Context: an optimization exercise on an open-source flow, tuned for small area. The choices shown serve that exercise and are no tape-out recipe. The RTL was checked by simulation tests, not by an equivalence proof against the original design. Power figures rest on the tool's default switching activity, not on a simulated workload.

// wb_subsys
module wb_subsys #(
	parameter int NUM_BANKS  = 4,
	parameter int FIFO_DEPTH = 4
) (
	input  logic            clk,
	input  logic            rst_n,
	input  logic            evict_i,
	input  wb_pkg::addr_t   evict_addr_i,
	input  wb_pkg::data_t   evict_data_i,
	output logic            evict_afull_o,
	output wb_pkg::axi_id_t awid_o,
	output wb_pkg::addr_t   awaddr_o,
	output logic            awvalid_o,
	input  logic            awready_i,
	output wb_pkg::axi_id_t wid_o,
	output wb_pkg::data_t   wdata_o,
	output logic            wvalid_o,
	input  logic            wready_i
);
	localparam int N     = 10;	 
	localparam int HI_W  = wb_pkg::ADDR_W - 5;	 
	localparam int ENT_W = HI_W + wb_pkg::DATA_W;
	logic [2:0]     cnt_q [4];	 
	logic [3:0]     req_q;	 
	logic [1:0]     last_q;	 
	logic           locked_q;
	logic [N-1:0]   v_q;
	logic [1:0]     bank_q [N];
	logic [1:0]     pos_q  [N];
	logic [ENT_W-1:0] mem  [N];
	logic [1:0] pick;
  ...
Settings: LEC_CHECK=0, CAP_MARGIN=0, CORE_MARGIN=2, CORE_UTILIZATION=40, CTS_BUF_LIST=sky130_fd_sc_hd__clkbuf_8, SLEW_MARGIN=0, SYNTH_HIERARCHICAL=1, SYNTH_MINIMUM_KEEP_SIZE=0; clock period 6.0 ns.
standard.sh (not shown) runs the stock make flow with config.mk's settings and CLKGATE_MAP_FILE= SYNTH_SCRIPT=/design/flow/synth_recipe.tcl, a recipe that flattens the netlist after the stock synthesis.
==> flow/flow/run.sh <==
#!/bin/bash
# Standard ORFS layout with two changes: port buffers use the smallest buffer
# cell, and CTS uses larger sink clusters without dummy loads.
set -o pipefail
export BUFFER_PORTS_ARGS="-buffer_cell sky130_fd_sc_hd__buf_1"
export CTS_ARGS="-sink_clustering_enable -repair_clock_nets -buf_list sky130_fd_sc_hd__clkbuf_16 -sink_clustering_size 36 -sink_clustering_max_diameter 60 -dont_use_dummy_load"
bash standard.sh > standard.log 2>&1
The starting point finished clean.
Next try:
--- a/flow/flow/run.sh
+++ b/flow/flow/run.sh
@@ -6 +6 @@
-export CTS_ARGS="-sink_clustering_enable -repair_clock_nets -buf_list sky130_fd_sc_hd__clkbuf_16 -sink_clustering_size 36 -sink_clustering_max_diameter 60 -dont_use_dummy_load"
+export CTS_ARGS="-sink_clustering_enable -repair_clock_nets -buf_list sky130_fd_sc_hd__clkbuf_8 -sink_clustering_size 19 -sink_clustering_max_diameter 60 -dont_use_dummy_load"
--- a/flow/config.mk
+++ b/flow/config.mk
@@ -10,2 +10,2 @@
-export CORE_UTILIZATION = 40
-export CTS_BUF_LIST = sky130_fd_sc_hd__clkbuf_8
+export CORE_UTILIZATION = 50
+export GPL_ROUTABILITY_DRIVEN = 0
Setup slack is worse by 0.26 ns.
Count of clock-buffer cells in the layout goes up by 14.
Combinational power goes down by about 4%.
Hold slack is better by 0.023 ns.
Utilization goes up by 10 points.
Next try:
--- a/flow/config.mk
+++ b/flow/config.mk
@@ -11 +10,0 @@
-export GPL_ROUTABILITY_DRIVEN = 0
What happened: Cell area stays the same. Via count does not change. Routed wire length is unchanged.
Next try:
--- a/flow/config.mk
+++ b/flow/config.mk
@@ -10 +10 @@
-export CORE_UTILIZATION = 50
+export CORE_UTILIZATION = 45
Result: Worst setup slack improves by 0.14 ns; power is higher by 2.4%; core utilization is lower by 5.1 points; routed wire length is higher by 1.7%; final cell count is higher by 3.8%; synthesized cell count stays the same; critical path depth is higher by 1; clock power is higher by 8.9%; hold slack hardly moves; die area is higher by 11%; combinational power is higher by about 2%.
Next try:
--- a/flow/flow/run.sh
+++ b/flow/flow/run.sh
@@ -6 +6 @@
-export CTS_ARGS="-sink_clustering_enable -repair_clock_nets -buf_list sky130_fd_sc_hd__clkbuf_8 -sink_clustering_size 19 -sink_clustering_max_diameter 60 -dont_use_dummy_load"
+export CTS_ARGS="-sink_clustering_enable -repair_clock_nets -buf_list sky130_fd_sc_hd__clkbuf_8 -sink_clustering_size 20 -sink_clustering_max_diameter 60 -dont_use_dummy_load"
--- a/flow/config.mk
+++ b/flow/config.mk
@@ -10 +10,2 @@
-export CORE_UTILIZATION = 45
+export CORE_UTILIZATION = 40
+export CTS_BUF_LIST = sky130_fd_sc_hd__clkbuf_8
=> The changed run finished clean; synthesized area does not change; non-clock buffer count rose by 11; global-route usage decreases by 2.3 points; clock skew falls by 0.0060 ns; sequential power barely changes; count of clock-buffer cells in the layout shrinks by 17; hold slack degrades by 0.025 ns; sequential cell count does not change.
Next try:
--- a/flow/flow/run.sh
+++ b/flow/flow/run.sh
@@ -6 +6 @@
-export CTS_ARGS="-sink_clustering_enable -repair_clock_nets -buf_list sky130_fd_sc_hd__clkbuf_8 -sink_clustering_size 20 -sink_clustering_max_diameter 60 -dont_use_dummy_load"
+export CTS_ARGS="-sink_clustering_enable -repair_clock_nets -buf_list sky130_fd_sc_hd__clkbuf_8 -sink_clustering_size 19 -sink_clustering_max_diameter 60 -dont_use_dummy_load"
--- a/flow/config.mk
+++ b/flow/config.mk
@@ -10,2 +10,2 @@
-export CORE_UTILIZATION = 40
-export CTS_BUF_LIST = sky130_fd_sc_hd__clkbuf_8
+export CORE_UTILIZATION = 60
+export PLACE_DENSITY = 0.7
Wire length drops by 9.6%; global-route usage climbs by 7.3 points; clock-buffer cell count climbs by 1; final area drops by 1.3%; total power drops by 0.32%; utilization climbs by 21 points.

* * *

Setup of run A:
Another version of the RTL of wb_subsys (not shown whole).
Size in the first run: roughly 1700 cells after synthesis, about 980 flip-flops, roughly 35000 sq um of cells after synthesis.
export LEC_CHECK = 0
export CAP_MARGIN = 0
export CORE_MARGIN = 2
export CORE_UTILIZATION = 60
export PLACE_DENSITY = 0.75
export SLEW_MARGIN = 0
export SYNTH_HIERARCHICAL = 1
export SYNTH_MINIMUM_KEEP_SIZE = 0
create_clock -name core_clock -period 6.0 [get_ports {clk}]
==> flow/flow/run.sh <==
#!/bin/bash
# Standard ORFS layout with two changes: port buffers use the smallest buffer
# cell, and CTS uses larger sink clusters without dummy loads.
set -o pipefail
export BUFFER_PORTS_ARGS="-buffer_cell sky130_fd_sc_hd__buf_1"
export CTS_ARGS="-sink_clustering_enable -repair_clock_nets -buf_list sky130_fd_sc_hd__clkbuf_8 -sink_clustering_size 18 -sink_clustering_max_diameter 60 -dont_use_dummy_load"
bash standard.sh > standard.log 2>&1
Inputs modified between run A and run B:
- CTS_BUF_LIST: unset -> sky130_fd_sc_hd__clkbuf_4
- CORE_UTILIZATION: 60 -> 40
- CAP_MARGIN: 0 -> 20
- PLACE_DENSITY: 0.75 -> unset
- SLEW_MARGIN: 0 -> 20
==> flow/run.sh (new file) <==
#!/bin/bash
# synth_recipe.tcl (not shown) runs the flow's synth.tcl, then flattens the netlist and writes it again
# the make line also repeats each setting of config.mk as NAME=value (left out here)
make -C /OpenROAD-flow-scripts/flow DESIGN_CONFIG=/design/flow/config.mk WORK_HOME=/design/flow/orfs CLKGATE_MAP_FILE= SYNTH_SCRIPT=/design/flow/synth_recipe.tcl finish
removed: flow/flow/run.sh
removed: flow/standard.sh
Run B vs. run A: worst-case vdd ir drop shows an increase of 16%; fraction of standard cell area in multi-input logic went down by 1.3 points. Looking at global-route usage across run A and run B, the one that comes out lower is run B. STATUS worst hold-check slack: run B loses against run A.
## Diff of input files: run C against run B
- a change of SLEW_MARGIN from 20 to 0
- a change of CTS_BUF_LIST from sky130_fd_sc_hd__clkbuf_4 to sky130_fd_sc_hd__clkbuf_8
- a change of CAP_MARGIN from 20 to 0
==> flow/flow/run.sh (new file) <==
#!/bin/bash
# Standard ORFS layout with two changes: port buffers use the smallest buffer
# cell, and CTS uses larger sink clusters without dummy loads.
set -o pipefail
export BUFFER_PORTS_ARGS="-buffer_cell sky130_fd_sc_hd__buf_1"
export CTS_ARGS="-sink_clustering_enable -repair_clock_nets -buf_list sky130_fd_sc_hd__clkbuf_8 -sink_clustering_size 16 -sink_clustering_max_diameter 60 -dont_use_dummy_load"
bash standard.sh > standard.log 2>&1
==> flow/standard.sh (new file) <==
#!/bin/bash
# synth_recipe.tcl (not shown) runs the flow's synth.tcl, then flattens the netlist and writes it again
# the make line also repeats each setting of config.mk as NAME=value (left out here)
make -C /OpenROAD-flow-scripts/flow DESIGN_CONFIG=/design/flow/config.mk WORK_HOME=/design/flow/orfs CLKGATE_MAP_FILE= SYNTH_SCRIPT=/design/flow/synth_recipe.tcl "${@:-finish}"
removed: flow/run.sh
## What came out
Measured against each other, run B and run C differ in share of total power in the clock network, the higher figure coming from run B.
Run C vs run B, final non-filler cell area went down by 3400 sq um.
On placed wire-length estimate, run B tracks run C almost exactly.
Global-route usage ends up lower on run C.
The lower diode insertion count for antenna repair came out of run C.
Run C: non-clock buffer count 9 below run B
Diff run C..run B | number of flip-flops and latches | unchanged
Sort run B and run C by total of cells resized after clock tree synthesis asc -> top: run C
In the flow results for run B and run C, the final-layout worst hold slack is larger on run C.
As far as part of the total power dissipated in combinational logic is concerned, run C and run B perform about the same.

* * *

Setup of the reference run:
The RTL this note starts from:
==> flow/design.v <==
`default_nettype none
package wb_pkg;
	localparam int ADDR_W = 32;
	localparam int DATA_W = 64;
	localparam int OFFSET_W = 3;
	localparam int ID_W = 4;
	localparam int LINE_W = ADDR_W + DATA_W;
	typedef logic [ADDR_W-1:0] addr_t;
	typedef logic [DATA_W-1:0] data_t;
	typedef logic [ID_W-1:0] axi_id_t;
	typedef enum logic {
		WBQ_IDLE,	 
		WBQ_READY	 
	} wbq_state_t;
endpackage
`default_nettype wire
`default_nettype none
module wb_subsys #(
	parameter int NUM_BANKS  = 4,
	parameter int FIFO_DEPTH = 4
) (
	input  logic            clk,
	input  logic            rst_n,
	input  logic            evict_i,
	input  wb_pkg::addr_t   evict_addr_i,
	input  wb_pkg::data_t   evict_data_i,
	output logic            evict_afull_o,
	output wb_pkg::axi_id_t awid_o,
	output wb_pkg::addr_t   awaddr_o,
	output logic            awvalid_o,
	input  logic            awready_i,
	output wb_pkg::axi_id_t wid_o,
	output wb_pkg::data_t   wdata_o,
	output logic            wvalid_o,
	input  logic            wready_i
);
	localparam int N     = 10;	 
	localparam int HI_W  = wb_pkg::ADDR_W - 5;	 
	localparam int ENT_W = HI_W + wb_pkg::DATA_W;
	logic [2:0]     cnt_q [4];	 
	logic [3:0]     req_q;	 
	logic [1:0]     last_q;
	logic           locked_q;
	logic [1:0]     lock_idx_q;
	logic [N-1:0]   v_q;
	logic [1:0]     bank_q [N];
	logic [1:0]     pos_q  [N];
	logic [ENT_W-1:0] mem  [N];
	logic [1:0] pick;
	logic       found;
	logic [1:0] sel;
	logic       valid;
	logic       handshake;
	logic [3:0] gnt;
	always_comb begin
		pick  = last_q;
		found = 1'b0;
		for (int i = 1; i <= 4; i++) begin
			if (!found && req_q[2'(int'(last_q) + i)]) begin
				pick  = 2'(int'(last_q) + i);
				found = 1'b1;
			end
		end
	end
	assign sel       = locked_q ? lock_idx_q : pick;
	assign valid     = locked_q || found;
	assign handshake = valid && awready_i && wready_i;
	always_comb begin
		for (int k = 0; k < 4; k++) gnt[k] = handshake && (sel == 2'(k));
	end
	always_ff @(posedge clk) begin
		if (!rst_n) begin
			last_q     <= '0;
			locked_q   <= 1'b0;
			lock_idx_q <= '0;
		end else if (handshake) begin
			last_q   <= sel;
			locked_q <= 1'b0;
		end else if (valid) begin
			locked_q   <= 1'b1;
			lock_idx_q <= sel;
		end
	end
	logic [1:0] pb;
	logic       push;
	logic [3:0] push_k;
	logic [N-1:0] we;
	assign pb   = evict_addr_i[4:3];
	assign push = evict_i && !cnt_q[pb][2];	 
	always_comb begin
		for (int k = 0; k < 4; k++) push_k[k] = push && (pb == 2'(k));
	end
	always_comb begin
		logic taken;
		taken = 1'b0;
		for (int i = 0; i < N; i++) begin
			we[i] = push && !v_q[i] && !taken;
			taken = taken || !v_q[i];
		end
	end
	always_ff @(posedge clk) begin
		for (int k = 0; k < 4; k++) begin
			if (!rst_n) begin
				cnt_q[k] <= '0;
				req_q[k] <= 1'b0;
			end else begin
				cnt_q[k] <= cnt_q[k] + 3'(push_k[k]) - 3'(gnt[k]);
				req_q[k] <= req_q[k] ? !gnt[k] : (cnt_q[k] != '0);
			end
		end
	end
	assign evict_afull_o = (cnt_q[0] >= 3'd3) || (cnt_q[1] >= 3'd3) ||
	                       (cnt_q[2] >= 3'd3) || (cnt_q[3] >= 3'd3);
	always_ff @(posedge clk) begin
		for (int i = 0; i < N; i++) begin
			if (!rst_n) begin
				v_q[i] <= 1'b0;
			end else if (we[i]) begin
				v_q[i] <= 1'b1;
			end else if (v_q[i] && gnt[bank_q[i]] && pos_q[i] == '0) begin
				v_q[i] <= 1'b0;
			end
		end
	end
	always_ff @(posedge clk) begin
		for (int i = 0; i < N; i++) begin
			if (we[i]) begin
				bank_q[i] <= pb;
				pos_q[i]  <= 2'(cnt_q[pb] - 3'(gnt[pb]));
			end else if (gnt[bank_q[i]]) begin
				pos_q[i]  <= pos_q[i] - 2'd1;
			end
		end
	end
	always_ff @(posedge clk) begin
		for (int i = 0; i < N; i++) begin
			if (we[i]) mem[i] <= {evict_addr_i[wb_pkg::ADDR_W-1:5], evict_data_i};
		end
	end
	logic [N-1:0]     hit;
	logic [ENT_W-1:0] line;
	always_comb begin
		for (int i = 0; i < N; i++) begin
			hit[i] = v_q[i] && pos_q[i] == '0 && bank_q[i] == sel;
		end
	end
	for (genvar j = 0; j < ENT_W; j++) begin : g_line
		logic [N-1:0] col;
		for (genvar i = 0; i < N; i++) begin : g_col
			assign col[i] = mem[i][j];
		end
		wb_line_mux #(.N(N)) u_mux (.hit_i(hit), .d_i(col), .q_o(line[j]));
	end
	assign awvalid_o = valid;
	assign wvalid_o  = valid;
	assign awid_o    = wb_pkg::axi_id_t'(sel);
	assign wid_o     = wb_pkg::axi_id_t'(sel);
	assign awaddr_o  = {line[wb_pkg::DATA_W +: HI_W], sel, 3'b000};
	assign wdata_o   = line[wb_pkg::DATA_W-1:0];
endmodule
`default_nettype wire
`default_nettype none
module wb_line_mux #(
	parameter int N = 10
) (
	input  logic [N-1:0] hit_i,
	input  logic [N-1:0] d_i,
	output logic         q_o
);
	logic [3:0] t_n;
	wb_aoi3 u_t0 (.s_i(hit_i[2:0]), .d_i(d_i[2:0]), .y_no(t_n[0]));
	wb_aoi3 u_t1 (.s_i(hit_i[5:3]), .d_i(d_i[5:3]), .y_no(t_n[1]));
	wb_aoi3 u_t2 (.s_i(hit_i[8:6]), .d_i(d_i[8:6]), .y_no(t_n[2]));
	assign t_n[3] = !(hit_i[9] && d_i[9]);
	wb_nand4 u_or (.a_i(t_n), .y_no(q_o));
endmodule
module wb_aoi3 (
	input  logic [2:0] s_i,
	input  logic [2:0] d_i,
	output logic       y_no
);
	assign y_no = !(|(s_i & d_i));
endmodule
module wb_nand4 (
	input  logic [3:0] a_i,
	output logic       y_no
);
	assign y_no = !(&a_i);
endmodule
`default_nettype wire
==> flow/config.mk <==
export PLATFORM = sky130hd
export DESIGN_NAME = wb_subsys
export DESIGN_NICKNAME = wb_subsys
export VERILOG_FILES = /design/flow/design.v
export SDC_FILE = /design/flow/constraint.sdc
export NUM_CORES = 4
export LEC_CHECK = 0
export CAP_MARGIN = 0
export CORE_MARGIN = 2
export CORE_UTILIZATION = 40
export CTS_BUF_LIST = sky130_fd_sc_hd__clkbuf_8
export SLEW_MARGIN = 0
export SYNTH_HIERARCHICAL = 1
export SYNTH_MINIMUM_KEEP_SIZE = 0
==> flow/constraint.sdc <==
create_clock -name core_clock -period 6.0 [get_ports {clk}]
set_input_delay 1.2000 -clock core_clock [delete_from_list [all_inputs] [get_ports {clk}]]
set_output_delay 1.2000 -clock core_clock [all_outputs]
set_load 0.01 [all_outputs]
run.sh (not shown) runs the stock make flow with config.mk's settings and CLKGATE_MAP_FILE= SYNTH_SCRIPT=/design/flow/synth_recipe.tcl, a recipe that flattens the netlist after the stock synthesis.
Stock flow here: none of the scripts above is used.
The reference run: flow completed, timing, DRC and antenna clean
Input changes introduced in the trial run (baseline for comparison: the reference run):
==> flow/flow/run.sh (new file) <==
#!/bin/bash
# Standard ORFS layout with two changes: port buffers use the smallest buffer
# cell, and CTS uses larger sink clusters without dummy loads.
set -o pipefail
export BUFFER_PORTS_ARGS="-buffer_cell sky130_fd_sc_hd__buf_1"
export CTS_ARGS="-sink_clustering_enable -repair_clock_nets -buf_list sky130_fd_sc_hd__clkbuf_16 -sink_clustering_size 30 -sink_clustering_max_diameter 80 -dont_use_dummy_load"
bash standard.sh > standard.log 2>&1
==> flow/standard.sh (new file) <==
#!/bin/bash
# synth_recipe.tcl (not shown) runs the flow's synth.tcl, then flattens the netlist and writes it again
# the make line also repeats each setting of config.mk as NAME=value (left out here)
make -C /OpenROAD-flow-scripts/flow DESIGN_CONFIG=/design/flow/config.mk WORK_HOME=/design/flow/orfs CLKGATE_MAP_FILE= SYNTH_SCRIPT=/design/flow/synth_recipe.tcl "${@:-finish}"
removed: flow/run.sh
Findings:
The trial run vs. the reference run: power drawn by the sequential cells has remained practically unchanged; count of buffering cells on the critical path with inverters included climbed 1.
Logic depth of the worst path, buffers included, the trial run and the reference run: lower on the reference run
Row multi-input logic area: the trial run lower / the reference run higher
Relative to the reference run, multi-input gate share of the layout cell area increased by 1.0 points in the trial run.

==> re-timing with driven ports <==
In the flow no input, the clock included, has a driving cell. The finished layouts below were timed again as built, in two steps. Step 1, drivers: a clkbuf_16 drives clk and a buf_2 each remaining input, both assumed. Step 2 times the ports against the registers' clock, not the clock port: input delays grow and output delays shrink by t, the midpoint of the rising clock arrivals with the driver on. a / b / c = ideal / step 1 / step 2; a / b = the first two.
run | t (ns) | setup WS [ns] | worst setup path at the end
the first run of note 1 | 0.671 | 0.590 / 0.520 / 1.192 | register to output
the second run of note 1 | 0.761 | 0.327 / 0.262 / 1.023 | register to output
the third run of note 1 | 0.761 | 0.327 / 0.262 / 1.023 | register to output
the fourth run of note 1 | 0.723 | 0.465 / 0.409 / 1.131 | register to output
the fifth run of note 1 | 0.747 | 0.456 / 0.396 / 1.143 | register to output
the sixth run of note 1 | 0.759 | 0.299 / 0.237 / 0.996 | register to output
run A | 0.728 | 0.395 / 0.331 / 1.059 | register to output
run B | 1.126 | 0.301 / 0.239 / 1.229 | input to register
run C | 0.711 | 0.388 / 0.324 / 1.035 | register to output
the reference run | 0.849 | 0.260 / 0.196 / 1.045 | register to output
the trial run | 0.637 | 0.410 / 0.344 / 0.981 | register to output
After both steps every run listed still meets setup and hold.
